What follows belongs to an exercise in optimizing a design on an open flow for small area and a short achievable clock period; a production flow would make more cautious choices.
Where RTL was checked, it was by simulation tests only, not by an equivalence proof against the original.
Function not checked in run 3: the RTL went through the layout flow alone.
No activity file was given, so power comes from the tool's default toggle rates. No driver is modelled on the clock port, so clocking that relies on it looks cheaper here than on a real chip.

$ cat flow/run.sh
#!/bin/bash
# synth_recipe.tcl (not shown) runs the flow's synth.tcl, then flattens the netlist and writes it again
# the make line also repeats each setting of config.mk as NAME=value (left out here)
make -C /OpenROAD-flow-scripts/flow DESIGN_CONFIG=/design/flow/config.mk WORK_HOME=/design/flow/orfs CLKGATE_MAP_FILE= SYNTH_SCRIPT=/design/flow/synth_recipe.tcl finish
$ cat flow/config.mk
export PLATFORM = sky130hd
export DESIGN_NAME = mpi_endpoint
export DESIGN_NICKNAME = mpi_endpoint
export VERILOG_FILES = /design/flow/design.v
export SDC_FILE = /design/flow/constraint.sdc
export NUM_CORES = 4
export LEC_CHECK = 0
export CAP_MARGIN = 20
export CORE_MARGIN = 2
export CORE_UTILIZATION = 60
export SETUP_SLACK_MARGIN = 2.5
export SLEW_MARGIN = 20
$ cat flow/constraint.sdc
create_clock -name core_clock -period 6.0 [get_ports {clk}]
set_input_delay 1.2000 -clock core_clock [delete_from_list [all_inputs] [get_ports {clk}]]
set_output_delay 1.2000 -clock core_clock [all_outputs]
set_load 0.01 [all_outputs]
$ cat flow/design.v
package mpi_pkg;
  localparam int flit_w = 32;
  typedef logic [flit_w-1:0] flit_t;
  typedef logic [31:0]       bus_addr_t;
  typedef enum logic [1:0] {
    sel_fifo,
    sel_ctrl,
    sel_other
  } reg_sel_t;
  localparam logic [2:0] ctrl_class     = 3'b111;
  localparam int         ctrl_class_lsb = 24;
  localparam int         ctrl_src_lsb   = 27;
  localparam int         ctrl_dst_lsb   = 19;
  localparam int         ctrl_reply_bit  = 0;
  localparam int         ctrl_enable_bit = 1;
  function automatic integer size_w_f(input integer depth);
    size_w_f = $clog2(depth + 1);
    if (size_w_f < 1) begin
      size_w_f = 1;
    end
  endfunction
endpackage
`timescale 1ns/10ps
module mpi_packet_buffer (
  input  logic        clk,
  input  logic        rst,
  input  logic        push,
  input  logic [31:0] push_flit,
  input  logic        push_last,
  input  logic        pop,
  output logic [31:0] head_flit,
  output logic        head_last,
  output logic        full,
  output logic [14:0] ring_last,
  output logic [3:0]  ring_rd
);
  localparam int ring_n = 15;
  logic [31:0]       mem [ring_n];
  logic [ring_n-1:0] last_mem;
  logic [3:0]        wr_ptr;
  logic [3:0]        rd_ptr;
  logic [4:0]        count;
  logic              ring_busy;
  logic              head_used;
  logic              head_from_ring;
  logic              head_from_push;
  logic              ring_push;
  logic [31:0]       ring_flit;
  logic              ring_flit_last;
  assign full      = count[4];
  assign head_used = (count != 5'd0);
  assign ring_busy = (count[4:1] != 4'd0);
  assign head_from_ring = pop && ring_busy;
  assign head_from_push = push && (!head_used || (pop && !ring_busy));
  assign ring_push      = push && !head_from_push;
  assign ring_last = last_mem;
  assign ring_rd   = rd_ptr;
  always_comb begin
    ring_flit      = 32'd0;
    ring_flit_last = 1'b0;
    for (int i = 0; i < ring_n; i++) begin
      ring_flit      = ring_flit | ({32{rd_ptr == 4'(i)}} & mem[i]);
      ring_flit_last = ring_flit_last | ((rd_ptr == 4'(i)) & last_mem[i]);
    end
  end
  always_ff @(posedge clk) begin
    if (head_from_ring || head_from_push) begin
      head_flit <= ring_busy ? ring_flit : push_flit;
      head_last <= ring_busy ? ring_flit_last : push_last;
    end
  end
  always_ff @(posedge clk) begin
    if (ring_push) begin
      mem[wr_ptr]      <= push_flit;
      last_mem[wr_ptr] <= push_last;
    end
  end
  always_ff @(posedge clk) begin
    if (rst) begin
      wr_ptr <= 4'd0;
      rd_ptr <= 4'd0;
      count  <= 5'd0;
    end else begin
      if (ring_push) begin
        wr_ptr <= (wr_ptr == 4'(ring_n - 1)) ? 4'd0 : wr_ptr + 4'd1;
      end
      if (head_from_ring) begin
        rd_ptr <= (rd_ptr == 4'(ring_n - 1)) ? 4'd0 : rd_ptr + 4'd1;
      end
      case ({push, pop})
        2'b10:   count <= count + 5'd1;
        2'b01:   count <= count - 5'd1;
        default: count <= count;
      endcase
    end
  end
endmodule
`timescale 1ns/10ps
module mpi_endpoint #(
  parameter int buf_depth = 16
) (
  input  logic               clk,
  input  logic               rst,
  output mpi_pkg::flit_t     noc_out_flit,
  output logic               noc_out_last,
  output logic               noc_out_valid,
  input  logic               noc_out_ready,
  input  mpi_pkg::flit_t     noc_in_flit,
  input  logic               noc_in_last,
  input  logic               noc_in_valid,
  output logic               noc_in_ready,
  input  mpi_pkg::bus_addr_t bus_addr,
  input  logic               bus_we,
  input  logic               bus_en,
  input  mpi_pkg::flit_t     bus_data_in,
  output mpi_pkg::flit_t     bus_data_out,
  output logic               bus_ack,
  output logic               bus_err,
  output logic               irq
);
  logic slot_fifo;
  logic slot_ctrl;
  assign slot_fifo = (bus_addr[5:2] == 4'h0);
  assign slot_ctrl = (bus_addr[5:2] == 4'h1);
  logic fifo_wr;
  logic fifo_rd;
  assign fifo_wr = bus_en && bus_we && slot_fifo;
  assign fifo_rd = bus_en && !bus_we && slot_fifo;
  logic enabled;
  logic        tx_push;
  logic        tx_pop;
  logic [31:0] tx_head;
  logic        tx_head_last;
  logic        tx_full;
  logic [4:0]  tx_pkts;
  logic        tx_have;
  logic        tx_in_pkt;
  logic        fr_busy;
  logic [4:0]  fr_rem;
  logic        fr_last;
  assign tx_have = (tx_pkts != 5'd0);
  assign fr_last = (fr_rem == 5'd1);
  assign tx_push = fifo_wr && fr_busy && !tx_full;
  always_ff @(posedge clk) begin
    if (rst) begin
      fr_busy <= 1'b0;
      fr_rem  <= 5'd0;
    end else if (fifo_wr) begin
      if (!fr_busy) begin
        fr_rem  <= bus_data_in[4:0];
        fr_busy <= (bus_data_in[4:0] != 5'd0);
      end else if (!tx_full) begin
        fr_rem  <= fr_rem - 5'd1;
        fr_busy <= !fr_last;
      end
    end
  end
  mpi_packet_buffer u_tx_buffer (
    .clk       (clk),
    .rst       (rst),
    .push      (tx_push),
    .push_flit (bus_data_in),
    .push_last (fr_last),
    .pop       (tx_pop),
    .head_flit (tx_head),
    .head_last (tx_head_last),
    .full      (tx_full),
    .ring_last (),
    .ring_rd   ()
  );
  logic        rx_push;
  logic        rx_pop;
  logic [31:0] rx_head;
  logic        rx_head_last;
  logic        rx_full;
  logic [14:0] rx_ring_last;
  logic [3:0]  rx_ring_rd;
  logic [4:0]  rx_pkts;
  logic [3:0]  rx_in_len;
  logic        rx_in_pkt;
  logic        rd_flit;
  logic        pending;
  logic        is_req;
  logic        take_req;
  logic        send_reply;
  logic [4:0]  reply_src;
  logic [22:0] reply_mid;
  assign rx_in_pkt = (rx_in_len != 4'd0);
  assign is_req = !rx_in_pkt && noc_in_last
               && (noc_in_flit[26:24] == 3'b111) && !noc_in_flit[0];
  assign noc_in_ready = !pending && !rx_full;
  assign rx_push      = noc_in_valid && noc_in_ready && !is_req;
  assign take_req     = noc_in_valid && noc_in_ready && is_req;
  always_ff @(posedge clk) begin
    if (take_req) begin
      reply_src <= noc_in_flit[23:19];
      reply_mid <= {noc_in_flit[31:27], noc_in_flit[18:2], enabled};
    end
  end
  mpi_packet_buffer u_rx_buffer (
    .clk       (clk),
    .rst       (rst),
    .push      (rx_push),
    .push_flit (noc_in_flit),
    .push_last (noc_in_last),
    .pop       (rx_pop),
    .head_flit (rx_head),
    .head_last (rx_head_last),
    .full      (rx_full),
    .ring_last (rx_ring_last),
    .ring_rd   (rx_ring_rd)
  );
  assign send_reply    = pending && !tx_in_pkt;
  assign noc_out_valid = send_reply || tx_have;
  assign tx_pop        = tx_have && !send_reply && noc_out_ready;
  assign noc_out_last  = send_reply || tx_head_last;
  assign noc_out_flit  = send_reply
                       ? {reply_src, 3'b111, reply_mid[22:18], reply_mid[17:1], reply_mid[0], 1'b1}
                       : tx_head;
  assign irq    = (rx_pkts != 5'd0);
  assign rx_pop = fifo_rd && rd_flit;
  logic [14:0] hi_last;
  logic [3:0]  hi_pos;
  logic [3:0]  lo_pos;
  logic [3:0]  next_size;
  always_comb begin
    for (int i = 0; i < 15; i++) begin
      hi_last[i] = rx_ring_last[i] && (4'(i) >= rx_ring_rd);
    end
    hi_pos = 4'd0;
    lo_pos = 4'd0;
    for (int i = 14; i >= 0; i--) begin
      if (hi_last[i])      hi_pos = 4'(i);
      if (rx_ring_last[i]) lo_pos = 4'(i);
    end
    if (hi_last != 15'd0) begin
      next_size = hi_pos - rx_ring_rd + 4'd1;
    end else begin
      next_size = lo_pos - rx_ring_rd;
    end
  end
  logic [4:0]  size_q;
  logic        rx_done;
  logic        rx_end;
  assign rx_done = rx_push && noc_in_last;
  assign rx_end  = rx_pop && rx_head_last;
  always_ff @(posedge clk) begin
    if (rst) begin
      size_q <= 5'd0;
    end else if (rx_end) begin
      if (rx_pkts[4:1] != 4'd0) begin
        size_q <= {1'b0, next_size};
      end else if (rx_done) begin
        size_q <= {1'b0, rx_in_len} + 5'd1;
      end else begin
        size_q <= 5'd0;
      end
    end else if (rx_done && !irq) begin
      size_q <= {1'b0, rx_in_len} + 5'd1;
    end
  end
  assign bus_err      = bus_en && !slot_fifo && !slot_ctrl;
  assign bus_ack      = bus_en && (slot_ctrl || (slot_fifo && !(bus_we && fr_busy && tx_full)));
  assign bus_data_out = bus_addr[2] ? {30'd0, noc_out_valid, irq}
                      : rd_flit     ? rx_head
                      :               {27'd0, size_q};
  always_ff @(posedge clk) begin
    if (rst) begin
      enabled   <= 1'b0;
      pending   <= 1'b0;
      rx_in_len <= 4'd0;
      tx_in_pkt <= 1'b0;
      rd_flit   <= 1'b0;
      tx_pkts   <= 5'd0;
      rx_pkts   <= 5'd0;
    end else begin
      if (bus_en && bus_we && slot_ctrl) begin
        enabled <= 1'b1;
      end
      if (take_req) begin
        pending <= 1'b1;
      end else if (send_reply && noc_out_ready) begin
        pending <= 1'b0;
      end
      if (rx_push) begin
        rx_in_len <= noc_in_last ? 4'd0 : rx_in_len + 4'd1;
      end
      if (tx_pop) begin
        tx_in_pkt <= !tx_head_last;
      end
      if (fifo_rd) begin
        if (!rd_flit) begin
          rd_flit <= irq;
        end else if (rx_head_last) begin
          rd_flit <= 1'b0;
        end
      end
      case ({tx_push && fr_last, tx_pop && tx_head_last})
        2'b10:   tx_pkts <= tx_pkts + 5'd1;
        2'b01:   tx_pkts <= tx_pkts - 5'd1;
        default: tx_pkts <= tx_pkts;
      endcase
      case ({rx_done, rx_end})
        2'b10:   rx_pkts <= rx_pkts + 5'd1;
        2'b01:   rx_pkts <= rx_pkts - 5'd1;
        default: rx_pkts <= rx_pkts;
      endcase
    end
  end
endmodule
==> flow_summary_export.csv, run 1 <==
group,metric,value,unit
status,status,"no timing/DRC/antenna violations",
sta,timing.fmax,272,MHz
finish,drive_above_1_share,0.143,
sta,fin_setup_tns,0,ns
pwr,ir_drop,362,uV
yosys,synth_fa_ha_area_frac,0.0135,
yosys,yosysWarnings,2,
die,die_h,278,um
setup_path,criticalPathCategory,"in -> out",
sta,min_period,3.67,ns
sta,worst_pin_slew,1.14,ns
sta,slew_headroom,0.238,
clock_tree,numCtsBuffers,111,
clock_tree,h-tree-depth,3,
drt,ant_nets,0,
pwr,leakagePower,16.8,nW
grt,overflow,0,
yosys,synth.mux.area_fraction,0.0202,
yosys,synth_nets,3020,
drt,wl,129,mm
yosys,synth_area_leaders,"edfxtp_1 72%, a22oi_1 3.8%, dfxtp_1 2.5%",
setup_path,worstSetupStartpointType,"input port",
setup_path,critPathRequiredTime,4.80,ns
yosys,synth_cell_type_count,76,
setup_path,cp_data_arrival_time,2.47,ns
pwr,p_total,16.4,mW
die,pin_count,173,
finish,layout.nets,3220,
die,die_area,77000,um^2
worst_hold_path,holdCritPathClass,"reg -> reg",
place,place_ws,1.01,ns
sta,skew,0.0281,ns
finish,ff_latch_area,33700,um^2
yosys,synthSimpleGateAreaFrac,0.0701,
place,place.gp.congestion,0.880,
sta,hold_viol,0,
place,io_buffers,144,
sta,worst_slack,2.33,ns
job,max_cap_viol_count,0,
die,start_util,0.604,
place,placed_area,48100,um^2
yosys,yosys_most_used_dff,"edfxtp_1",
clock_tree,cts_num_sinks,1139,
yosys,async_reset_ff_frac,0,
yosys,synth_top_family_by_area,"compound AO/OA/AOI/OAI gates",
clock_tree,cts_tree,"built",
yosys,synth_area,44900,um^2
finish,fill_cells,4838,
yosys,ys_ff_latch,1139,
yosys,synth_top_area_frac,0.725,
finish,multiInputGateArea,11100,um^2
finish,layout_common_cells,"1084 x edfxtp_1, 227 x a22oi_1, 187 x nor2_1",
grt,gr-usage-all-layers,0.334,
sta,setup_viol,0,
setup_path,cp-end-kind,"output port",
finish,stdcell_area,52400,um^2
yosys,synth_edf_count,1084,
die,die_x,278,um
clock_tree,clock_latency,0.68,ns
yosys,syn-instance-count,2872,
pwr,power_density,314,nW/um^2
yosys,synth_xor_area_frac,0.00468,
grt,grt_max_degree,61,
grt,grt_pass1_vias,27600,
drt,viasPerCell,6.84,
die,coreArea,74300,um^2
finish,area_delta_synth_final,16.6,%
finish,final_common_cell,"edfxtp_1",
yosys,synth_top_area_cell,"edfxtp_1",
drt,vias,28300,
drt,drcViolationCount,0,
grt,grt_pass1_wl,187,mm
yosys,synth-compound-area-share,0.122,
setup_path,crit_fanout,27,
place,place_hpwl,71.7,mm
grt,antenna_found_initial,11,
die,num_rows,100,
sta,period_share,0.612,
sta,rsz0062_at_grt,"true",
drt,dr.pass1.iters,8,
clock_tree,cts.clk_slew.worst_paths,0.06,ns
clock_tree,root_buffer,"clkbuf_16",
drt,wl_per_cell,31.3,um
clock_tree,hold_buffers,0,
yosys,postSynthAreaPerCell,15.6,um^2
yosys,ys_seq_area_frac,0.749,
clock_tree,ctsLongestPathBuffers,3,
drt,first_iter_violations,4063,
sta,slew_viol_final,0,
==> report_power, final <==
| group | total [mW] | switching, mW | internal [mW] |
|---|---|---|---|
| combinational | 0.452 | 0.310 | 0.142 |
| sequential | 8.82 | 0.0406 | 8.78 |
| clock | 7.16 | 2.93 | 4.23 |
==> stage by stage <==
stage / util / hold WS, ns / instances
floorplan: - / 0.409 / 2872
finish: 0.705 / 0.467 / 4131
global placement: 0.647 / 0.439 / 3899
detailed placement: 0.647 / 0.437 / 3899
CTS: 0.703 / 0.464 / 4120
global route: 0.705 / 0.478 / 4131
==> cell usage after synthesis, drive strengths merged, types with 23 or more instances <==
| cell | n |
|---|---|
| mux2i | 40 |
| and3 | 31 |
| clkbuf | 117 |
| mux2 | 45 |
| a222oi | 51 |
| a22oi | 228 |
| a22o | 66 |
| ha | 39 |
| nand2b | 23 |
| a221oi | 69 |
| nor2b | 29 |
| dfxtp | 55 |
| buf | 56 |
| edfxtp | 1084 |
| nand3 | 44 |
| nand2 | 116 |
| o21ai | 55 |
| nor3 | 69 |
| and2 | 40 |
| a21oi | 85 |
| nor2 | 213 |
| a41oi | 30 |
| inv | 49 |
==> metal layers <==
metal,GRT usage,up-vias,wire [um]
met4,0.118,10,4630
li1,-,12000,-
met1,0.441,14400,48000
met5,0,-,63
met2,0.572,1601,65500
met3,0.0490,299,11000
==> cells by family after synthesis <==
group,count (synthesis)
flip-flops,1139
AO/OA/AOI/OAI,721
AND/OR/NAND/NOR,636
buffers and inverters,222
multiplexers,85
adder cells (fa/ha/maj),45
XOR/XNOR,24
==> what timing repair did <==
| action | 4_1_cts | 5_1_grt |
|---|---|---|
| pin swaps | 9 | 11 |
| setup endpoints to repair | 1080 | 428 |
| cloned | 3 | 1 |
| setup buffers | 16 | 9 |
| resized for setup | 104 | 27 |
==> cell type report <==
class                   count  share of cell area
well taps                 969              0.0232
multi-input cells        1515               0.211
inverters                  49             0.00366
clock inverters            65              0.0160
flip-flops and latches   1139               0.643
clock buffers             137              0.0559
repair buffers            256              0.0470
diodes                      1           0.0000478
==> final timing paths <==
kind	start	to	slack (ns)	cells past startpoint
max	bus_addr[2]	bus_data_out[9]	2.33	5
min	enabled$_SDFFE_PP0P_	reply_mid[0]$_DFFE_PP_	0.47	0
max reg2reg	u_rx_buffer.rd_ptr[2]$_SDFFE_PP0P_	size_q[3]$_SDFFE_PP0P_	2.34	15
min reg2reg	enabled$_SDFFE_PP0P_	reply_mid[0]$_DFFE_PP_	0.47	0
==> worst max-delay path, cell delays in order <==
cell and delay [ns]:
buf_2 0.19, nor2b_4 0.16, buf_12 0.18, and2_1 0.16
clkdlybuf4s50_1 0.54
==> sequential cells by signal (all words and copies together) (netlist names), 4 cells and up <==
signal                 flops
u_rx_buffer.rd_ptr         4
rx_pkts                    5
fr_rem                     5
u_rx_buffer.head_flit     32
u_tx_buffer.mem          480
tx_pkts                    5
reply_mid                 23
u_rx_buffer.last_mem      15
rx_in_len                  4
u_tx_buffer.head_flit     32
size_q                     5
reply_src                  5
u_rx_buffer.count          5
u_rx_buffer.mem          480
u_tx_buffer.last_mem      15
u_tx_buffer.wr_ptr         4
u_rx_buffer.wr_ptr         4
u_tx_buffer.count          5
u_tx_buffer.rd_ptr         4
==> inputs of run 2 (changes only) <==
--- a/flow/config.mk
+++ b/flow/config.mk
@@ -8,5 +8,4 @@
 export CAP_MARGIN = 20
 export CORE_MARGIN = 2
-export CORE_UTILIZATION = 60
-export SETUP_SLACK_MARGIN = 2.5
+export CORE_UTILIZATION = 40
 export SLEW_MARGIN = 20
==> flow_summary_export.csv, run 2 <==
group,metric,value,unit
status,status,"no timing/DRC/antenna violations",
sta,slew_viol_final,0,
pwr,leakagePower,16.5,nW
grt,overflow,0,
setup_path,criticalPathCategory,"in -> reg",
grt,grt_max_degree,61,
yosys,postSynthAreaPerCell,15.6,um^2
pwr,power_density,309,nW/um^2
yosys,synth_area,44900,um^2
grt,grt_pass1_wl,195,mm
drt,wl,137,mm
drt,viasPerCell,6.07,
place,place.gp.congestion,0.851,
finish,final_common_cell,"edfxtp_1",
die,pin_count,173,
sta,period_share,0.746,
sta,setup_viol,0,
yosys,synth.most_common_cell,"edfxtp_1",
yosys,synth_area_leaders,"edfxtp_1 72%, a22oi_1 3.8%, dfxtp_1 2.5%",
drt,drcViolationCount,0,
drt,vias,28200,
clock_tree,cts_num_sinks,1139,
sta,worst_pin_slew,1.19,ns
setup_path,cp_data_arrival_time,4.79,ns
clock_tree,postCtsSetupRepairBufs,0,
clock_tree,numCtsBuffers,111,
yosys,synth_top_area_cell,"edfxtp_1",
yosys,yosys_most_used_dff,"edfxtp_1",
setup_path,r2r_cells,15,
place,place_hpwl,78.4,mm
yosys,synth_common_cells,"1084 x edfxtp_1, 228 x a22oi_1, 210 x nor2_1",
finish,ff_latch_area,33700,um^2
sta,rsz0062_at_grt,"false",
sta,skew,0.0273,ns
drt,wl_per_cell,29.4,um
yosys,ys_ff_latch,1139,
finish,layout.nets,3206,
clock_tree,h-tree-depth,3,
sta,hold_viol,0,
yosys,async_reset_ff_frac,0,
finish,drive_above_1_share,0.125,
yosys,ys_seq_area_frac,0.749,
worst_hold_path,holdCritPathClass,"reg -> reg",
grt,antenna_found_initial,14,
clock_tree,clock_latency,0.70,ns
die,start_util,0.405,
sta,timing.fmax,223,MHz
sta,fin_hold_ws,0.459,ns
worst_hold_path,min_path_cells,2,
sta,slew_headroom,0.204,
sta,min_period,4.48,ns
yosys,synth_top_area_frac,0.725,
sta,fin_setup_tns,0,ns
yosys,synth_cell_type_count,76,
die,die_area,115000,um^2
yosys,synth_edf_count,1084,
clock_tree,cts.clk_slew.worst_paths,0.06,ns
pwr,ir_drop,287,uV
finish,fill_cells,9476,
die,die_h,339,um
clock_tree,ctsLongestPathBuffers,3,
finish,area_delta_synth_final,16.5,%
die,die_x,339,um
place,placed_area,48700,um^2
finish,reg_top3,"u_rx_buffer.mem: 480 flops, u_tx_buffer.mem: 480 flops",
pwr,p_total,16.2,mW
drt,ant_nets,0,
place,io_buffers,144,
yosys,yosysWarnings,2,
clock_tree,cts_tree,"built",
finish,multiInputGateArea,10700,um^2
clock_tree,root_buffer,"clkbuf_16",
setup_path,cp-end-kind,"flop",
job,max_cap_viol_count,0,
clock_tree,cts_resized,0,
finish,layout_common_cells,"1084 x edfxtp_1, 227 x a22oi_1, 188 x nor2_1",
setup_path,crit_fanout,32,
finish,stdcell_area,52300,um^2
grt,gr-usage-all-layers,0.231,
die,coreArea,111000,um^2
drt,dr.pass1.iters,8,
yosys,syn-instance-count,2872,
yosys,synth_nets,3020,
setup_path,worstSetupStartpointType,"input port",
die,num_rows,122,
grt,grt_pass1_vias,27800,
setup_path,critPathRequiredTime,6.31,ns
drt,first_iter_violations,3838,
clock_tree,hold_buffers,0,
## run 2: metrics by stage
| stage | worst slack, ns | utilization | cells |
|---|---|---|---|
| 2_1_floorplan | 0.626 | - | 2872 |
| 3_3_place_gp | 0.907 | 0.439 | 4433 |
| 3_5_place_dp | 0.833 | 0.439 | 4433 |
| 4_1_cts | 1.56 | 0.471 | 4644 |
| 5_1_grt | 1.32 | 0.471 | 4644 |
| 6_report | 1.52 | 0.471 | 4645 |
## run 2: routing by layer
metal,share of wire,track usage,up-vias
li1,-,-,12000
met4,0.033,0.0753,14
met1,0.39,0.307,14300
met5,0.00064,0,-
met3,0.090,0.0391,275
met2,0.48,0.386,1602
## run 2: kinds of logic after synthesis
group           synth area share
compound gates             0.122
fa+ha+maj                 0.0135
simple gates              0.0701
xor+xnor                 0.00468
flops                      0.749
mux                       0.0202
buf+inv                   0.0200
## run 2: cell type report
cell class                 count  area share
antenna                        1   0.0000478
clock buffer                 137      0.0558
clock inverter                74      0.0127
inverter                      49     0.00352
multi-input combinational   1511       0.204
sequential                  1139       0.644
tap                         1488      0.0356
timing repair buffer         246      0.0445
## run 2: worst max-delay path, stage by stage
cell and delay, ns:
clkdlybuf4s50_1 0.63, nor4_4 0.47, nand3_2 0.16, or3b_1 0.61, nor2_8 0.44, nand2_1 0.34
nor3b_2 0.25, buf_4 0.65
## run 2: report_power, final
part	internal (mW)	leakage [nW]	switching, mW
logic	0.142	4.56	0.311
registers	8.78	10.2	0.0396
clock network	3.86	1.75	3.02
## run 2: final timing paths
| kind | startpoint | endpoint | slack [ns] |
|---|---|---|---|
| setup / recovery | bus_addr[2] | u_tx_buffer.mem[6][6]$_DFFE_PP_ | 1.52 |
| setup reg to reg | u_rx_buffer.rd_ptr[2]$_SDFFE_PP0P_ | size_q[3]$_SDFFE_PP0P_ | 1.89 |
| hold reg to reg | size_q[4]$_SDFFE_PP0P_ | size_q[4]$_SDFFE_PP0P_ | 0.46 |
| hold / removal | size_q[4]$_SDFFE_PP0P_ | size_q[4]$_SDFFE_PP0P_ | 0.46 |
==> inputs of run 3 (changes only) <==
--- a/flow/design.v
+++ b/flow/design.v
@@ -38,6 +38,7 @@
   logic [31:0]       mem [ring_n];
   logic [ring_n-1:0] last_mem;
-  logic [3:0]        wr_ptr;
+  logic [ring_n-1:0] wr_hot;
   logic [3:0]        rd_ptr;
+  logic [ring_n-1:0] rd_hot;
   logic [4:0]        count;
   logic              ring_busy;
@@ -57,13 +58,19 @@
   assign ring_rd   = rd_ptr;
   always_comb begin
+    rd_ptr = 4'd0;
+    for (int i = 0; i < ring_n; i++) begin
+      rd_ptr = rd_ptr | ({4{rd_hot[i]}} & 4'(i));
+    end
+  end
+  always_comb begin
     ring_flit      = 32'd0;
     ring_flit_last = 1'b0;
     for (int i = 0; i < ring_n; i++) begin
-      ring_flit      = ring_flit | ({32{rd_ptr == 4'(i)}} & mem[i]);
-      ring_flit_last = ring_flit_last | ((rd_ptr == 4'(i)) & last_mem[i]);
+      ring_flit      = ring_flit | ({32{rd_hot[i]}} & mem[i]);
+      ring_flit_last = ring_flit_last | (rd_hot[i] & last_mem[i]);
     end
   end
   always_ff @(posedge clk) begin
-    if (head_from_ring || head_from_push) begin
+    if (!head_used || pop) begin
       head_flit <= ring_busy ? ring_flit : push_flit;
       head_last <= ring_busy ? ring_flit_last : push_last;
@@ -71,20 +78,22 @@
   end
   always_ff @(posedge clk) begin
-    if (ring_push) begin
-      mem[wr_ptr]      <= push_flit;
-      last_mem[wr_ptr] <= push_last;
+    for (int i = 0; i < ring_n; i++) begin
+      if (wr_hot[i] && !full) begin
+        mem[i]      <= push_flit;
+        last_mem[i] <= push_last;
+      end
     end
   end
   always_ff @(posedge clk) begin
     if (rst) begin
-      wr_ptr <= 4'd0;
-      rd_ptr <= 4'd0;
+      wr_hot <= ring_n'(1);
+      rd_hot <= ring_n'(1);
       count  <= 5'd0;
     end else begin
       if (ring_push) begin
-        wr_ptr <= (wr_ptr == 4'(ring_n - 1)) ? 4'd0 : wr_ptr + 4'd1;
+        wr_hot <= {wr_hot[ring_n-2:0], wr_hot[ring_n-1]};
       end
       if (head_from_ring) begin
-        rd_ptr <= (rd_ptr == 4'(ring_n - 1)) ? 4'd0 : rd_ptr + 4'd1;
+        rd_hot <= {rd_hot[ring_n-2:0], rd_hot[ring_n-1]};
       end
       case ({push, pop})
@@ -193,5 +202,5 @@
   assign take_req     = noc_in_valid && noc_in_ready && is_req;
   always_ff @(posedge clk) begin
-    if (take_req) begin
+    if (!pending) begin
       reply_src <= noc_in_flit[23:19];
       reply_mid <= {noc_in_flit[31:27], noc_in_flit[18:2], enabled};
--- a/flow/config.mk
+++ b/flow/config.mk
@@ -8,4 +8,5 @@
 export CAP_MARGIN = 20
 export CORE_MARGIN = 2
-export CORE_UTILIZATION = 40
+export CORE_UTILIZATION = 60
+export SETUP_SLACK_MARGIN = 2.5
 export SLEW_MARGIN = 20
==> flow_summary_export.csv, run 3 <==
group,metric,value,unit
status,status,"no timing/DRC/antenna violations",
yosys,synth_cell_type_count,73,
job,max_cap_viol_count,0,
finish,fill_cells,4692,
place,io_buffers,144,
drt,ant_nets,0,
setup_path,crit_buf_inv,2,
grt,grt_pass1_vias,26200,
yosys,yosysWarnings,3,
sta,hold_viol,0,
clock_tree,cts_tree,"built",
clock_tree,hold_buffers,0,
yosys,synth_area,44600,um^2
drt,first_iter_violations,3524,
pwr,ir_drop,290,uV
yosys,synth_area_leaders,"edfxtp_1 73%, dfxtp_1 4.4%, a22o_1 2.6%",
pwr,power_density,328,nW/um^2
clock_tree,cts.clk_slew.worst_paths,0.06,ns
setup_path,cp_data_arrival_time,4.37,ns
sta,skew,0.0302,ns
yosys,synth_nets,2859,
sta,timing.fmax,265,MHz
drt,dr.pass1.iters,6,
die,die_area,76500,um^2
place,place_hpwl,58.8,mm
setup_path,critPathRequiredTime,6.60,ns
setup_path,path_cells,"or4_4 -> o22ai_4 -> a21oi_2 -> o32a_1 -> o21ai_1 -> nand2_1 -> a32o_2 -> ha_4 -> inv_2 -> ha_4 -> inv_2 -> fa_2 -> xnor2_2 -> xnor2_2 -> or3_4 -> a31oi_4",
pwr,switching_share,0.200,
finish,drive_above_1_share,0.140,
yosys,async_reset_ff_frac,0,
clock_tree,root_buffer,"clkbuf_16",
sta,slew_viol_final,0,
finish,area_delta_synth_final,16.6,%
die,coreArea,73200,um^2
die,num_rows,99,
pwr,p_sw,3.41,mW
clock_tree,ctsLongestPathBuffers,3,
die,pin_count,173,
yosys,yosys_most_used_dff,"edfxtp_1",
grt,gr-usage-all-layers,0.318,
yosys,synth_top_area_frac,0.730,
finish,reg_top3,"u_rx_buffer.mem: 480 flops, u_tx_buffer.mem: 480 flops",
sta,fin_setup_tns,0,ns
yosys,synth_top_area_cell,"edfxtp_1",
drt,viasPerCell,6.75,
yosys,postSynthAreaPerCell,16.4,um^2
setup_path,worstSetupStartpointType,"flop",
pwr,power_frac_comb,0.028,
drt,vias,26800,
worst_hold_path,holdCritPathClass,"reg -> reg",
yosys,synth_common_cells,"1084 x edfxtp_1, 167 x nand2_1, 147 x nor2_1",
clock_tree,cts_num_sinks,1183,
sta,rsz0062_at_grt,"true",
place,place.gp.congestion,0.851,
clock_tree,numCtsBuffers,114,
sta,setup_viol,0,
setup_path,crit_family,"compound AO/OA/AOI/OAI gates",
sta,min_period,3.77,ns
pwr,power_frac_seq,0.540,
yosys,syn-instance-count,2723,
die,start_util,0.609,
grt,met3_usage,0.0538,
clock_tree,clock_latency,0.70,ns
drt,drcViolationCount,0,
yosys,ys_ff_latch,1183,
clock_tree,h-tree-depth,3,
setup_path,cpPeakStageDelay,0.54,ns
grt,overflow,0,
pwr,leakagePower,17.5,nW
finish,layout_common_cells,"1084 x edfxtp_1, 155 x nand2_1, 145 x nor2_1",
grt,grt_busiest_layer,"met2",
grt,grt_use_met1,0.421,
pwr,power.internal,13.6,mW
sta,period_share,0.629,
yosys,synth_edf_count,1084,
yosys,synth.most_common_cell,"edfxtp_1",
yosys,ys_seq_area_frac,0.775,
setup_path,cp-end-kind,"flop",
grt,grt_pass1_wl,177,mm
grt,antenna_found_initial,9,
grt,grt_max_degree,96,
setup_path,worst_path_max_delay_cell,"or4_4",
setup_path,criticalPathCategory,"reg -> reg",
sta,fin_hold_ws,0.430,ns
die,die_x,277,um
setup_path,crit_fanout,6,
finish,layout.nets,3042,
drt,wl,124,mm
grt,gr-usage-met2,0.536,
sta,worst_pin_slew,1.15,ns
finish,final_common_cell,"edfxtp_1",
sta,slew_headroom,0.231,
pwr,p_clk_frac,0.432,
die,die_h,277,um
drt,wl_per_cell,31.2,um
==> run 3: cells by family (layout without fill, tap and decap cells) <==
kind of cell    count (synthesis)  count (layout)  synth area share
mux                            37              37           0.00833
other cells                     0               5                 0
xor+xnor                       23              23           0.00452
simple gates                  533             533            0.0581
compound gates                698             698             0.125
flops                        1183            1183             0.775
buf+inv                       216             496            0.0192
fa+ha+maj                      33              33            0.0103
==> run 3: path summary, 6_finish.rpt <==
| check | start | to | slack [ns] | cells after the start |
|---|---|---|---|---|
| setup / recovery | u_rx_buffer.rd_hot[3]$_SDFFE_PP0P_ | size_q[3]$_SDFFE_PP0P_ | 2.23 | 16 |
| setup reg to reg | u_rx_buffer.rd_hot[3]$_SDFFE_PP0P_ | size_q[3]$_SDFFE_PP0P_ | 2.23 | 16 |
| hold reg to reg | enabled$_SDFFE_PP0P_ | reply_mid[0]$_DFFE_PN_ | 0.43 | 0 |
| hold / removal | enabled$_SDFFE_PP0P_ | reply_mid[0]$_DFFE_PN_ | 0.43 | 0 |
==> run 3: layout make-up <==
class | count | area [um^2] | area share
Tap cell | 959 | 1200 | 0.0231
Clock buffer | 142 | 3020 | 0.0581
Inverter | 39 | 154 | 0.00296
Sequential cell | 1183 | 34600 | 0.665
Timing Repair Buffer | 244 | 2390 | 0.0460
Antenna cell | 5 | 12.5 | 0.000241
Multi-Input combinational cell | 1324 | 9780 | 0.188
Clock inverter | 71 | 853 | 0.0164
==> run 3: power by group through the flow <==
stage / Clock, mW / Combinational (mW) / Sequential [mW]
4_1_cts: 7.42 / 0.472 / 9.20
5_1_grt: 7.73 / 0.517 / 9.20
3_3_place_gp: 0 / 0.458 / 9.37
3_5_place_dp: 0 / 0.473 / 9.37
2_1_floorplan: 0 / 0.207 / 9.34
6_report: 7.35 / 0.476 / 9.20
==> run 3: timing repair <==
action	in CTS	in global routing
setup buffers	9	15
endpoints found under the hold margin	0	0
gates resized for setup	105	82
cloned	3	1
pin swaps	16	11
endpoints found under the setup margin	116	53
==> run 3: metrics by stage <==
stage                     power, mW  utilization  setup WS [ns]  cells  area [um^2]
after global placement         9.83        0.647           1.21   3719        47400
after floorplan                9.55            -           2.24   2723        44700
final                          17.0        0.710           2.23   3967        52000
after detailed placement       9.84        0.648           1.17   3720        47400
after global routing           17.5        0.710           2.10   3966        52000
after CTS                      17.1        0.705           2.25   3945        51600
==> run 3: metal layers <==
layer | share of wire | routed length, um
met1 | 0.38 | 46600
met2 | 0.50 | 61400
met3 | 0.089 | 11000
met4 | 0.038 | 4660
met5 | 0.00037 | 46
==> inputs of run 4 (changes only) <==
--- a/flow/design.v
+++ b/flow/design.v
@@ -22,5 +22,7 @@
 endpackage
 `timescale 1ns/10ps
-module mpi_packet_buffer (
+module mpi_packet_buffer #(
+  parameter bit rel_marks = 1'b0
+) (
   input  logic        clk,
   input  logic        rst,
@@ -32,6 +34,5 @@
   output logic        head_last,
   output logic        full,
-  output logic [14:0] ring_last,
-  output logic [3:0]  ring_rd
+  output logic [14:0] ring_last
 );
   localparam int ring_n = 15;
@@ -39,5 +40,4 @@
   logic [ring_n-1:0] last_mem;
   logic [ring_n-1:0] wr_hot;
-  logic [3:0]        rd_ptr;
   logic [ring_n-1:0] rd_hot;
   logic [4:0]        count;
@@ -55,20 +55,47 @@
   assign head_from_push = push && (!head_used || (pop && !ring_busy));
   assign ring_push      = push && !head_from_push;
-  assign ring_last = last_mem;
-  assign ring_rd   = rd_ptr;
   always_comb begin
-    rd_ptr = 4'd0;
+    ring_flit = 32'd0;
     for (int i = 0; i < ring_n; i++) begin
-      rd_ptr = rd_ptr | ({4{rd_hot[i]}} & 4'(i));
+      ring_flit = ring_flit | ({32{rd_hot[i]}} & mem[i]);
     end
   end
-  always_comb begin
-    ring_flit      = 32'd0;
-    ring_flit_last = 1'b0;
-    for (int i = 0; i < ring_n; i++) begin
-      ring_flit      = ring_flit | ({32{rd_hot[i]}} & mem[i]);
-      ring_flit_last = ring_flit_last | (rd_hot[i] & last_mem[i]);
+  generate
+    if (rel_marks) begin : g_rel
+      logic [ring_n-1:0] rel_last;
+      logic [ring_n:0]   fill_in;
+      logic [ring_n:0]   upd;
+      always_comb begin
+        for (int j = 0; j < ring_n; j++) begin
+          fill_in[j] = (count <= 5'(j + 1));
+          upd[j]     = fill_in[j] ? push_last : rel_last[j];
+        end
+        fill_in[ring_n] = 1'b1;
+        upd[ring_n]     = push_last;
+      end
+      always_ff @(posedge clk) begin
+        for (int j = 0; j < ring_n; j++) begin
+          rel_last[j] <= head_from_ring ? upd[j + 1] : upd[j];
+        end
+      end
+      assign ring_flit_last = rel_last[0];
+      assign ring_last      = rel_last;
+    end else begin : g_abs
+      always_ff @(posedge clk) begin
+        for (int i = 0; i < ring_n; i++) begin
+          if (wr_hot[i] && !full) begin
+            last_mem[i] <= push_last;
+          end
+        end
+      end
+      always_comb begin
+        ring_flit_last = 1'b0;
+        for (int i = 0; i < ring_n; i++) begin
+          ring_flit_last = ring_flit_last | (rd_hot[i] & last_mem[i]);
+        end
+      end
+      assign ring_last = '0;
     end
-  end
+  endgenerate
   always_ff @(posedge clk) begin
     if (!head_used || pop) begin
@@ -80,6 +107,5 @@
     for (int i = 0; i < ring_n; i++) begin
       if (wr_hot[i] && !full) begin
-        mem[i]      <= push_flit;
-        last_mem[i] <= push_last;
+        mem[i] <= push_flit;
       end
     end
@@ -175,6 +201,5 @@
     .head_last (tx_head_last),
     .full      (tx_full),
-    .ring_last (),
-    .ring_rd   ()
+    .ring_last ()
   );
   logic        rx_push;
@@ -184,5 +209,4 @@
   logic        rx_full;
   logic [14:0] rx_ring_last;
-  logic [3:0]  rx_ring_rd;
   logic [4:0]  rx_pkts;
   logic [3:0]  rx_in_len;
@@ -207,5 +231,5 @@
     end
   end
-  mpi_packet_buffer u_rx_buffer (
+  mpi_packet_buffer #(.rel_marks(1'b1)) u_rx_buffer (
     .clk       (clk),
     .rst       (rst),
@@ -217,6 +241,5 @@
     .head_last (rx_head_last),
     .full      (rx_full),
-    .ring_last (rx_ring_last),
-    .ring_rd   (rx_ring_rd)
+    .ring_last (rx_ring_last)
   );
   assign send_reply    = pending && !tx_in_pkt;
@@ -229,22 +252,9 @@
   assign irq    = (rx_pkts != 5'd0);
   assign rx_pop = fifo_rd && rd_flit;
-  logic [14:0] hi_last;
-  logic [3:0]  hi_pos;
-  logic [3:0]  lo_pos;
   logic [3:0]  next_size;
   always_comb begin
-    for (int i = 0; i < 15; i++) begin
-      hi_last[i] = rx_ring_last[i] && (4'(i) >= rx_ring_rd);
-    end
-    hi_pos = 4'd0;
-    lo_pos = 4'd0;
+    next_size = 4'd0;
     for (int i = 14; i >= 0; i--) begin
-      if (hi_last[i])      hi_pos = 4'(i);
-      if (rx_ring_last[i]) lo_pos = 4'(i);
-    end
-    if (hi_last != 15'd0) begin
-      next_size = hi_pos - rx_ring_rd + 4'd1;
-    end else begin
-      next_size = lo_pos - rx_ring_rd;
+      if (rx_ring_last[i]) next_size = 4'(i + 1);
     end
   end
==> flow/flow/run.sh (new file) <==
#!/bin/bash
# Standard ORFS layout with three changes:
#  - port buffers are buf_2 cells instead of the default delay cells,
#  - resizing may change a cell's footprint,
#  - clock tree without dummy loads, smaller clock buffers, larger clusters.
# Each tool's full output goes to a log in this folder (and ORFS's own logs).
set -euo pipefail
export BUFFER_PORTS_ARGS="-buffer_cell sky130_fd_sc_hd__buf_2"
export CTS_ARGS="-sink_clustering_enable -repair_clock_nets -dont_use_dummy_load -buf_list {sky130_fd_sc_hd__clkbuf_4 sky130_fd_sc_hd__clkbuf_8} -sink_clustering_size 20"
bash standard.sh MATCH_CELL_FOOTPRINT=0 finish > flow_make.log 2>&1
==> flow/standard.sh (new file) <==
#!/bin/bash
# synth_recipe.tcl (not shown) runs the flow's synth.tcl, then flattens the netlist and writes it again
# the make line also repeats each setting of config.mk as NAME=value (left out here)
make -C /OpenROAD-flow-scripts/flow DESIGN_CONFIG=/design/flow/config.mk WORK_HOME=/design/flow/orfs CLKGATE_MAP_FILE= SYNTH_SCRIPT=/design/flow/synth_recipe.tcl "${@:-finish}"
removed: flow/run.sh
==> flow_summary_export.csv, run 4 <==
group,metric,value,unit
clock_tree,ctsLongestPathBuffers,3,
pwr,ir_drop,204,uV
grt,met3_usage,0.0563,
setup_path,reg2reg_from,"tx_in_pkt$_SDFFE_PP0N_",
die,die_h,275,um
yosys,synth_common_cells,"1070 x edfxtp_1, 179 x nand2_1, 172 x clkbuf_1",
grt,grt_max_degree,83,
grt,antenna_found_initial,8,
setup_path,worstSetupStartpointType,"flop",
drt,ant_nets,0,
die,pin_count,173,
finish,area_delta_synth_final,10.9,%
place,place_hpwl,59.0,mm
finish,reg_top3,"u_rx_buffer.mem: 480 flops, u_tx_buffer.mem: 480 flops",
sta,slew_viol_final,0,
pwr,leakagePower,16.0,nW
sta,fin_setup_tns,0,ns
worst_hold_path,min_from,"size_q[4]$_SDFFE_PP0P_",
sta,setup_viol,0,
finish,final_common_cell,"edfxtp_1",
yosys,synth_area,44200,um^2
place,io_buffers,144,
finish,drive_above_1_share,0.171,
grt,gr-usage-met2,0.526,
setup_path,worstSetupStartpoint,"tx_pkts[2]$_SDFFE_PP0P_",
clock_tree,cts.clk_slew.worst_paths,0.05,ns
yosys,synth_edf_count,1070,
die,die_area,75800,um^2
drt,wl,120,mm
setup_path,crit_fanout,2,
drt,wl_per_cell,31.0,um
place,dp.cells,3671,
sta,slew_headroom,0.168,
clock_tree,root_buffer,"clkbuf_8",
setup_path,cpPeakStageDelay,0.51,ns
place,place.gp.congestion,0.806,
yosys,synth_top_area_cell,"edfxtp_1",
setup_path,critPathRequiredTime,4.80,ns
sta,rsz0062_at_grt,"true",
grt,grt_use_met1,0.425,
grt,grt_pass1_vias,25700,
yosys,synth_nets,2812,
yosys,synth_area_leaders,"edfxtp_1 73%, dfxtp_1 5.1%, a221oi_1 2.6%",
finish,fill_cells,5038,
die,num_rows,99,
clock_tree,h-tree-depth,4,
drt,drcViolationCount,0,
yosys,synth_cell_type_count,65,
sta,hold_viol,0,
clock_tree,numCtsBuffers,183,
yosys,async_reset_ff_frac,0,
yosys,synth_top_area_frac,0.728,
setup_path,cp-end-kind,"output port",
grt,grt_busiest_layer,"met2",
setup_path,worst_path_max_delay_cell,"or4_4",
yosys,synth.most_common_cell,"edfxtp_1",
finish,layout.nets,3034,
grt,grt_pass1_wl,170,mm
sta,worst_pin_slew,1.25,ns
pwr,power_density,307,nW/um^2
clock_tree,cts_tree,"built",
worst_hold_path,holdCritPathClass,"reg -> reg",
sta,period_share,0.584,
drt,vias,26200,
grt,overflow,0,
yosys,ys_ff_latch,1183,
drt,first_iter_violations,3226,
setup_path,criticalPathCategory,"reg -> out",
drt,viasPerCell,6.77,
drt,dr.pass1.iters,5,
clock_tree,cts_num_sinks,1183,
grt,gr-usage-all-layers,0.315,
pwr,p_total,15.0,mW
yosys,ys_seq_area_frac,0.779,
clock_tree,clock_latency,0.82,ns
finish,final_util,0.671,
setup_path,cp_data_arrival_time,2.31,ns
job,max_cap_viol_count,0,
yosys,syn-instance-count,2683,
setup_path,path_cells,"or4_4 -> or3_4 -> a21o_1 -> buf_2",
sta,skew,0.0778,ns
finish,ff_latch_area,34400,um^2
sta,min_period,3.51,ns
yosys,yosysWarnings,5,
die,start_util,0.605,
finish,layout_common_cells,"1070 x edfxtp_1, 183 x clkbuf_8, 172 x nand2_1",
yosys,postSynthAreaPerCell,16.5,um^2
finish,multiInputGateArea,9280,um^2
finish,instances_no_fill,3865,
die,die_x,275,um
die,coreArea,73000,um^2
yosys,yosys_most_used_dff,"edfxtp_1",
sta,timing.fmax,285,MHz
status,status,"no timing/DRC/antenna violations",
## run 4: timing repair
action	4_1_cts	5_1_grt
resized for setup	22	11
pin swaps	3	2
setup buffers	1	4
hold buffers	0	0
endpoints found under the setup margin	50	12
cloned	0	3
## run 4: worst paths after layout
kind	slack, ns	cells past startpoint	end
worst max register to register	2.69	13	tx_pkts[4]$_SDFFE_PP0P_
worst max-delay path	2.49	4	bus_data_out[1]
worst min-delay path	0.47	2	size_q[4]$_SDFFE_PP0P_
worst min register to register	0.47	2	size_q[4]$_SDFFE_PP0P_
## run 4: cell families (layout without fill, tap and decap cells)
group	Yosys count	in the layout	share of synthesized area
flip-flops	1183	1183	0.779
AO/OA/AOI/OAI	661	661	0.121
XOR/XNOR	11	11	0.00218
adder cells (fa/ha/maj)	26	26	0.00788
AND/OR/NAND/NOR	521	521	0.0571
buffers and inverters	219	439	0.0192
other	0	3	0
multiplexers	62	62	0.0141
## run 4: area by class of cell
class | instances | share of cell area
Antenna cell | 3 | 0.000153
Clock buffer | 183 | 0.0514
Inverter | 32 | 0.00253
Multi-Input combinational cell | 1281 | 0.189
Sequential cell | 1183 | 0.703
Tap cell | 959 | 0.0245
Timing Repair Buffer | 224 | 0.0291
## run 4: metrics by stage
stage | hold slack, ns | setup slack, ns | instance area [um^2]
after floorplan | 0.409 | 2.40 | 44200
after CTS | 0.470 | 2.44 | 48800
after detailed placement | 0.448 | 1.85 | 46200
after global routing | 0.491 | 2.43 | 49000
after global placement | 0.442 | 1.94 | 46200
final | 0.471 | 2.49 | 49000
## run 4: power by group
group | internal, mW | total (mW) | switching (mW)
logic | 0.148 | 0.477 | 0.329
registers | 9.15 | 9.21 | 0.0625
clock network | 2.67 | 5.34 | 2.67
total | 12.0 | 15.0 | 3.06
## run 4: worst max-delay path: cells and delay by family (launching register included)
kind	cells	cell delay, ns
DFF	1	0.34
buffers and inverters	1	0.13
AOI/OAI and AO/OA	1	0.16
and+or+nand+nor	2	0.88
## run 4: layer usage
metal	part of all wire	up-vias	wire length (um)
met5	0.00047	-	56
met4	0.025	8	2940
met3	0.086	222	10300
met2	0.50	1339	59800
met1	0.39	13400	46700
li1	-	11200	-
==> inputs of run 5 (changes only) <==
--- a/flow/design.v
+++ b/flow/design.v
@@ -174,5 +174,4 @@
   logic [4:0]  fr_rem;
   logic        fr_last;
-  assign tx_have = (tx_pkts != 5'd0);
   assign fr_last = (fr_rem == 5'd1);
   assign tx_push = fifo_wr && fr_busy && !tx_full;
@@ -243,6 +242,4 @@
     .ring_last (rx_ring_last)
   );
-  assign send_reply    = pending && !tx_in_pkt;
-  assign noc_out_valid = send_reply || tx_have;
   assign tx_pop        = tx_have && !send_reply && noc_out_ready;
   assign noc_out_last  = send_reply || tx_head_last;
@@ -250,5 +247,4 @@
                        ? {reply_src, 3'b111, reply_mid[22:18], reply_mid[17:1], reply_mid[0], 1'b1}
                        : tx_head;
-  assign irq    = (rx_pkts != 5'd0);
   assign rx_pop = fifo_rd && rd_flit;
   logic [3:0]  next_size;
@@ -284,28 +280,47 @@
                       : rd_flit     ? rx_head
                       :               {27'd0, size_q};
+  logic       pending_nxt;
+  logic       tx_in_pkt_nxt;
+  logic [4:0] tx_pkts_nxt;
+  logic [4:0] rx_pkts_nxt;
+  always_comb begin
+    pending_nxt = pending;
+    if (take_req) begin
+      pending_nxt = 1'b1;
+    end else if (send_reply && noc_out_ready) begin
+      pending_nxt = 1'b0;
+    end
+    tx_in_pkt_nxt = tx_pop ? !tx_head_last : tx_in_pkt;
+    case ({tx_push && fr_last, tx_pop && tx_head_last})
+      2'b10:   tx_pkts_nxt = tx_pkts + 5'd1;
+      2'b01:   tx_pkts_nxt = tx_pkts - 5'd1;
+      default: tx_pkts_nxt = tx_pkts;
+    endcase
+    case ({rx_done, rx_end})
+      2'b10:   rx_pkts_nxt = rx_pkts + 5'd1;
+      2'b01:   rx_pkts_nxt = rx_pkts - 5'd1;
+      default: rx_pkts_nxt = rx_pkts;
+    endcase
+  end
   always_ff @(posedge clk) begin
     if (rst) begin
-      enabled   <= 1'b0;
-      pending   <= 1'b0;
-      rx_in_len <= 4'd0;
-      tx_in_pkt <= 1'b0;
-      rd_flit   <= 1'b0;
-      tx_pkts   <= 5'd0;
-      rx_pkts   <= 5'd0;
+      enabled       <= 1'b0;
+      pending       <= 1'b0;
+      rx_in_len     <= 4'd0;
+      tx_in_pkt     <= 1'b0;
+      rd_flit       <= 1'b0;
+      tx_pkts       <= 5'd0;
+      rx_pkts       <= 5'd0;
+      send_reply    <= 1'b0;
+      tx_have       <= 1'b0;
+      noc_out_valid <= 1'b0;
+      irq           <= 1'b0;
     end else begin
       if (bus_en && bus_we && slot_ctrl) begin
         enabled <= 1'b1;
       end
-      if (take_req) begin
-        pending <= 1'b1;
-      end else if (send_reply && noc_out_ready) begin
-        pending <= 1'b0;
-      end
       if (rx_push) begin
         rx_in_len <= noc_in_last ? 4'd0 : rx_in_len + 4'd1;
       end
-      if (tx_pop) begin
-        tx_in_pkt <= !tx_head_last;
-      end
       if (fifo_rd) begin
         if (!rd_flit) begin
@@ -315,14 +330,12 @@
         end
       end
-      case ({tx_push && fr_last, tx_pop && tx_head_last})
-        2'b10:   tx_pkts <= tx_pkts + 5'd1;
-        2'b01:   tx_pkts <= tx_pkts - 5'd1;
-        default: tx_pkts <= tx_pkts;
-      endcase
-      case ({rx_done, rx_end})
-        2'b10:   rx_pkts <= rx_pkts + 5'd1;
-        2'b01:   rx_pkts <= rx_pkts - 5'd1;
-        default: rx_pkts <= rx_pkts;
-      endcase
+      pending       <= pending_nxt;
+      tx_in_pkt     <= tx_in_pkt_nxt;
+      tx_pkts       <= tx_pkts_nxt;
+      rx_pkts       <= rx_pkts_nxt;
+      send_reply    <= pending_nxt && !tx_in_pkt_nxt;
+      tx_have       <= (tx_pkts_nxt != 5'd0);
+      noc_out_valid <= (pending_nxt && !tx_in_pkt_nxt) || (tx_pkts_nxt != 5'd0);
+      irq           <= (rx_pkts_nxt != 5'd0);
     end
   end
--- a/flow/config.mk
+++ b/flow/config.mk
@@ -8,5 +8,5 @@
 export CAP_MARGIN = 20
 export CORE_MARGIN = 2
-export CORE_UTILIZATION = 60
-export SETUP_SLACK_MARGIN = 2.5
+export CORE_UTILIZATION = 65
+export SETUP_SLACK_MARGIN = 2.9
 export SLEW_MARGIN = 20
==> flow_summary_export.csv, run 5 <==
group,metric,value,unit
drt,drcViolationCount,0,
sta,slew_viol_final,0,
finish,layout.nets,3017,
drt,dr.pass1.iters,8,
place,place.gp.congestion,0.871,
sta,setup_viol,0,
sta,rsz0062_at_grt,"true",
setup_path,worstSetupStartpointType,"input port",
pwr,leakagePower,16.2,nW
clock_tree,h-tree-depth,4,
yosys,synth_top_area_cell,"edfxtp_1",
finish,drive_above_1_share,0.202,
sta,fin_hold_ws,0.445,ns
sta,timing.fmax,308,MHz
grt,grt_pass1_vias,26000,
yosys,syn-instance-count,2642,
finish,fill_cells,4069,
drt,first_iter_violations,3212,
yosys,synth_common_cells,"1070 x edfxtp_1, 173 x clkbuf_1, 147 x nor2_1",
yosys,async_reset_ff_frac,0,
setup_path,crit_family,"buffers and inverters",
setup_path,path_cells,"buf_12 -> nor2b_4 -> buf_12 -> clkbuf_16 -> and2_4 -> buf_6",
status,status,"no timing/DRC/antenna violations",
finish,ff_latch_area,34500,um^2
clock_tree,cts.clk_slew.worst_paths,0.05,ns
die,die_x,265,um
yosys,synth_cell_type_count,67,
yosys,synth-compound-area-share,0.121,
yosys,ys_ff_latch,1187,
yosys,yosys_most_used_dff,"edfxtp_1",
drt,ant_nets,0,
die,start_util,0.659,
setup_path,critPathRequiredTime,4.80,ns
yosys,synth.mux.area_fraction,0.0214,
yosys,synth_area_leaders,"edfxtp_1 73%, dfxtp_1 5.3%, a22o_1 2.6%",
yosys,synth_nets,2767,
sta,slew_headroom,0.298,
yosys,synth_xor_area_frac,0.00356,
yosys,synth_top_family_by_area,"compound AO/OA/AOI/OAI gates",
yosys,postSynthAreaPerCell,16.8,um^2
setup_path,cpPeakStageDelay,0.19,ns
die,die_area,70300,um^2
setup_path,cp-end-kind,"output port",
yosys,synth_area,44300,um^2
die,coreArea,67300,um^2
drt,wl,118,mm
worst_hold_path,holdCritPathClass,"reg -> reg",
clock_tree,cts_tree,"built",
place,io_buffers,144,
grt,overflow,0,
clock_tree,root_buffer,"clkbuf_8",
place,place_hpwl,57.8,mm
die,num_rows,95,
finish,layout_common_cells,"1070 x edfxtp_1, 178 x clkbuf_8, 147 x nor2_1",
setup_path,criticalPathCategory,"in -> out",
finish,multiInputGateArea,9610,um^2
grt,gr-usage-all-layers,0.336,
setup_path,rrSetupSlack,2.96,ns
finish,reg_top3,"u_rx_buffer.mem: 480 flops, u_tx_buffer.mem: 480 flops",
die,die_h,265,um
yosys,synth_fa_ha_area_frac,0.00638,
yosys,synth_edf_count,1070,
drt,vias,26300,
yosys,synth_top_area_frac,0.725,
pwr,power_density,301,nW/um^2
grt,grt_pass1_wl,169,mm
yosys,synth.most_common_cell,"edfxtp_1",
setup_path,cp_data_arrival_time,2.04,ns
drt,viasPerCell,6.98,
job,max_cap_viol_count,0,
sta,worst_slack,2.76,ns
yosys,synthSimpleGateAreaFrac,0.0511,
sta,min_period,3.24,ns
clock_tree,ctsLongestPathBuffers,3,
die,pin_count,173,
sta,period_share,0.541,
sta,fin_setup_tns,0,ns
clock_tree,clock_latency,0.83,ns
place,dp.cells,3543,
grt,grt_max_degree,96,
yosys,ys_seq_area_frac,0.778,
place,place_ws,1.85,ns
sta,skew,0.0849,ns
clock_tree,numCtsBuffers,178,
pwr,ir_drop,267,uV
drt,wl_per_cell,31.2,um
yosys,yosysWarnings,5,
sta,worst_pin_slew,1.05,ns
setup_path,crit_buf_inv,4,
clock_tree,cts_num_sinks,1187,
finish,final_common_cell,"edfxtp_1",
finish,instances_no_fill,3768,
setup_path,worst_path_max_delay_cell,"clkbuf_16",
finish,area_delta_synth_final,12.4,%
sta,hold_viol,0,
setup_path,crit_fanout,7,
grt,antenna_found_initial,11,
setup_path,worst_path_most_repeated_cell,"buf_12",
run 5: changes by cell type after synthesis, moves of 6 or more:
cell      previous run  this run
inv_1               32        21
nand2b_1            10         4
or2_2                0         6
nand2_1            179        90
mux2_2               1        28
nor2_1             130       147
run 5: layout make-up:
cell class	instances	share of cell area
antenna	5	0.000251
clock buffer	178	0.0492
inverter	23	0.00191
multi-input combinational	1245	0.193
sequential	1187	0.693
tap	873	0.0219
timing repair buffer	257	0.0408
run 5: report_power, final:
part,internal (mW),switching (mW),total (mW),leakage (nW)
Combinational,0.175,0.331,0.506,4.15
Sequential,9.17,0.0734,9.24,10.8
Clock,2.60,2.64,5.25,1.28
Total,11.9,3.05,15.0,16.2
run 5: path summary, 6_finish.rpt:
check / from / end / cells past startpoint
worst max-delay path: bus_addr[2] / bus_data_out[6] / 6
worst min register to register: enabled$_SDFFE_PP0P_ / reply_mid[0]$_DFFE_PN_ / 0
worst min-delay path: enabled$_SDFFE_PP0P_ / reply_mid[0]$_DFFE_PN_ / 0
worst max register to register: send_reply$_SDFF_PP0_ / noc_out_valid$_SDFF_PP0_ / 12
run 5: layer usage:
layer,global-route usage,routed length [um],up-vias
met3,0.0658,11700,257
met5,0,48,-
li1,-,-,11200
met2,0.553,57900,1575
met4,0.135,3520,8
met1,0.448,44300,13300
run 5: timing repair:
action,4_1_cts,5_1_grt
setup endpoints to repair,82,55
pin swaps,19,19
hold buffers,0,0
buffers inserted,17,21
gates resized for setup,104,42
cloned,3,1
run 5: cells by family after synthesis:
group,count (synthesis)
and+or+nand+nor,449
muxes,91
xor gates and xnor gates,18
buffers and inverters,210
adders and majority gates,22
AOI/OAI and AO/OA,665
DFF,1187
run 5: worst register-to-register path: stages, from the launching register on:
cell and delay [ns]:
dfxtp_4 0.36, buf_16 0.16, nand3b_1 0.37, inv_2 0.22, and2_1 0.23, ha_4 0.20, xor2_2 0.15, ha_2 0.23
nor2b_4 0.21, a31oi_4 0.11, o32ai_4 0.30, xnor2_2 0.18, a41oi_2 0.14
run 5: stage by stage:
step	power [mW]	instance area [um^2]	util
finish	15.0	49800	0.740
global route	15.4	49800	0.740
CTS	15.0	49400	0.735
detailed placement	9.87	46300	0.688
global placement	9.85	46300	0.687
floorplan	9.61	44400	-
==> inputs of run 6 (changes only) <==
==> flow/flow/run.sh (replaced) <==
#!/bin/bash
# Standard ORFS layout (the standard.sh, standard synthesis) with three changes:
#  - port buffers are buf_2 cells instead of the default delay cells,
#  - resizing may change a cell's footprint,
#  - clock tree from clkbuf_16 cells in larger sink clusters, without dummy loads.
# make's full output goes to flow_make.log in this folder; ORFS keeps each
# step's log under orfs/logs/.
set -euo pipefail
export BUFFER_PORTS_ARGS="-buffer_cell sky130_fd_sc_hd__buf_2"
export CTS_ARGS="-sink_clustering_enable -repair_clock_nets -dont_use_dummy_load -buf_list {sky130_fd_sc_hd__clkbuf_16} -sink_clustering_size 30 -sink_clustering_max_diameter 150"
bash standard.sh MATCH_CELL_FOOTPRINT=0 finish > flow_make.log 2>&1
==> flow_summary_export.csv, run 6 <==
group,metric,value,unit
yosys,ys_ff_latch,1187,
drt,wl,115,mm
yosys,synth.mux.area_fraction,0.0214,
yosys,synth_area_leaders,"edfxtp_1 73%, dfxtp_1 5.3%, a22o_1 2.6%",
drt,wl_met3,10.8,mm
sta,slew_viol_final,0,
clock_tree,root_buffer,"clkbuf_16",
status,status,"no timing/DRC/antenna violations",
setup_path,worstSetupStartpointType,"input port",
drt,viasPerCell,7.08,
sta,worst_pin_slew,1.06,ns
die,pin_count,173,
yosys,postSynthAreaPerCell,16.8,um^2
clock_tree,cts_num_sinks,1187,
clock_tree,clock_latency,0.63,ns
pwr,leakagePower,15.4,nW
drt,wl_met1,44.0,mm
place,place_hpwl,57.8,mm
yosys,synth_nets,2767,
setup_path,critPathRequiredTime,4.80,ns
clock_tree,cts_tree,"built",
yosys,synth_top_area_cell,"edfxtp_1",
yosys,yosys_most_used_dff,"edfxtp_1",
drt,wl_met2,57.3,mm
sta,hold_viol,0,
sta,setup_viol,0,
clock_tree,cts.clk_slew.worst_paths,0.12,ns
clock_tree,h-tree-depth,2,
job,max_cap_viol_count,0,
yosys,synth_xor_area_frac,0.00356,
yosys,async_reset_ff_frac,0,
die,die_area,70300,um^2
finish,drive_above_1_share,0.162,
drt,ant_nets,0,
worst_hold_path,holdCritPathClass,"reg -> reg",
finish,stdcell_area,48200,um^2
die,coreArea,67300,um^2
clock_tree,ctsLongestPathBuffers,3,
place,io_buffers,144,
grt,gr-usage-all-layers,0.326,
yosys,synth_top_area_frac,0.725,
yosys,ys_seq_area_frac,0.778,
pwr,power_density,277,nW/um^2
die,die_h,265,um
drt,routed.top_layer,"met5",
yosys,yosysWarnings,5,
finish,area_delta_synth_final,8.85,%
grt,grt_max_degree,96,
yosys,syn-instance-count,2642,
sta,rsz0062_at_grt,"true",
yosys,synth-compound-area-share,0.121,
yosys,synth_cell_type_count,67,
clock_tree,numCtsBuffers,45,
drt,dr.pass1.iters,6,
yosys,synth.most_common_cell,"edfxtp_1",
drt,wl_per_cell,31.8,um
sta,worst_slack,2.74,ns
setup_path,crit_fanout,7,
setup_path,criticalPathCategory,"in -> out",
drt,first_iter_violations,3547,
sta,min_period,3.26,ns
yosys,synth_top_family_by_area,"compound AO/OA/AOI/OAI gates",
finish,final_common_cell,"edfxtp_1",
yosys,synth_area,44300,um^2
place,place_ws,1.85,ns
grt,overflow,0,
grt,grt_pass1_vias,24900,
die,die_x,265,um
yosys,synthSimpleGateAreaFrac,0.0511,
drt,drcViolationCount,0,
grt,antenna_found_initial,10,
setup_path,cp-end-kind,"output port",
pwr,ir_drop,275,uV
setup_path,cp_data_arrival_time,2.06,ns
drt,vias,25700,
finish,layout_common_cells,"1070 x edfxtp_1, 147 x nor2_1, 135 x a22oi_1",
yosys,synth_common_cells,"1070 x edfxtp_1, 173 x clkbuf_1, 147 x nor2_1",
yosys,synth_edf_count,1070,
finish,reg_top3,"u_rx_buffer.mem: 480 flops, u_tx_buffer.mem: 480 flops",
finish,layout.nets,2878,
grt,grt_pass1_wl,166,mm
clock_tree,hold_buffers,0,
sta,slew_headroom,0.293,
sta,skew,0.0423,ns
yosys,synth_fa_ha_area_frac,0.00638,
sta,fin_setup_tns,0,ns
die,start_util,0.659,
place,placed_area,46300,um^2
place,place.gp.congestion,0.871,
sta,period_share,0.543,
sta,timing.fmax,307,MHz
die,num_rows,95,
==> run 6: cell counts after synthesis <==
Identical to the previous run, type by type.
==> run 6: kinds of logic after synthesis <==
group,count (synthesis)
buffers and inverters,210
DFF,1187
adders and majority gates,22
xor gates and xnor gates,18
AOI/OAI and AO/OA,665
and+or+nand+nor,449
muxes,91
==> run 6: cell type report <==
type                       count  area, um^2
antenna                        5        12.5
clock buffer                  45        1130
fill                        4220       19100
inverter                      23        92.6
multi-input combinational   1245        9530
sequential                  1187       34500
tap                          873        1090
timing repair buffer         251        1870
==> run 6: through the flow <==
step           power [mW]  cells   util  hold slack [ns]
3_3_place_gp         9.85   3543  0.687            0.433
3_5_place_dp         9.87   3543  0.688            0.432
4_1_cts              13.4   3610  0.713            0.448
2_1_floorplan        9.61   2642      -            0.409
6_report             13.4   3629  0.717            0.459
5_1_grt              13.7   3627  0.717            0.465
==> run 6: final timing paths <==
check                           end                              start  cells past startpoint  slack [ns]
max                bus_data_out[29]                        bus_addr[2]                      6        2.74
max reg2reg          irq$_SDFF_PP0_  u_rx_buffer.count[4]$_SDFFE_PP0P_                     11        2.97
min reg2reg  reply_mid[0]$_DFFE_PN_               enabled$_SDFFE_PP0P_                      0        0.46
min          reply_mid[0]$_DFFE_PN_               enabled$_SDFFE_PP0P_                      0        0.46
==> run 6: power by group <==
| part | internal (mW) | total, mW | switching (mW) |
|---|---|---|---|
| Clock | 1.36 | 3.63 | 2.28 |
| Combinational | 0.165 | 0.493 | 0.328 |
| Sequential | 9.15 | 9.22 | 0.0729 |
==> run 6: layer usage <==
metal	track usage	vias to the layer above
li1	-	10900
met1	0.449	13100
met2	0.553	1471
met3	0.0441	209
met4	0.0967	8
met5	0	-
==> run 6: what timing repair did <==
item | CTS | global route
setup buffers | 19 | 13
pin swaps | 19 | 20
gates resized for setup | 67 | 38
cloned | 3 | 0
setup endpoints to repair | 83 | 34
==> run 6: worst max-delay path, stage by stage <==
cell       delay (ns)
buf_12           0.11
nor2b_4          0.12
buf_12           0.16
clkbuf_16        0.20
and2_4           0.16
buf_6            0.09

[port drivers added, routing unchanged]
The flow's constraints put no driver on any port. The routed layouts listed below were extracted and timed again, unchanged, in two steps.
Step 1 (the two cells are an assumption about what drives the block):
set clk [get_ports {clk}]
set_driving_cell -lib_cell sky130_fd_sc_hd__clkbuf_16 $clk
set_driving_cell -lib_cell sky130_fd_sc_hd__buf_2 [delete_from_list [all_inputs] $clk]
Step 2, shift: input delay + t, output delay - t, t = (earliest + latest rising clock arrival at the registers) / 2. This alone moves slack from input paths to output paths.
Slacks: ideal / step 1 / step 2; pairs: ideal / step 1.
run | t, ns | setup WS [ns] | latest minus earliest clock arrival (ns) | worst register clock-pin slew, ns
run 1 | 0.742 | 2.328 / 2.300 / 1.931 | 0.030 / 0.031 | 0.07 / 0.07
run 2 | 0.746 | 1.523 / 1.557 / 0.812 | 0.029 / 0.029 | 0.07 / 0.07
run 3 | 0.753 | 2.225 / 2.225 / 1.870 | 0.032 / 0.032 | 0.07 / 0.07
run 4 | 0.849 | 2.494 / 2.430 / 1.924 | 0.080 / 0.080 | 0.06 / 0.06
run 5 | 0.849 | 2.757 / 2.708 / 2.027 | 0.097 / 0.097 | 0.06 / 0.06
run 6 | 0.683 | 2.744 / 2.696 / 2.199 | 0.048 / 0.048 | 0.12 / 0.12
After both steps every run listed still meets setup and hold. For run 5, which loses most, drivers alone change the setup slack by -0.049 ns; drivers and shift together by -0.730 ns.
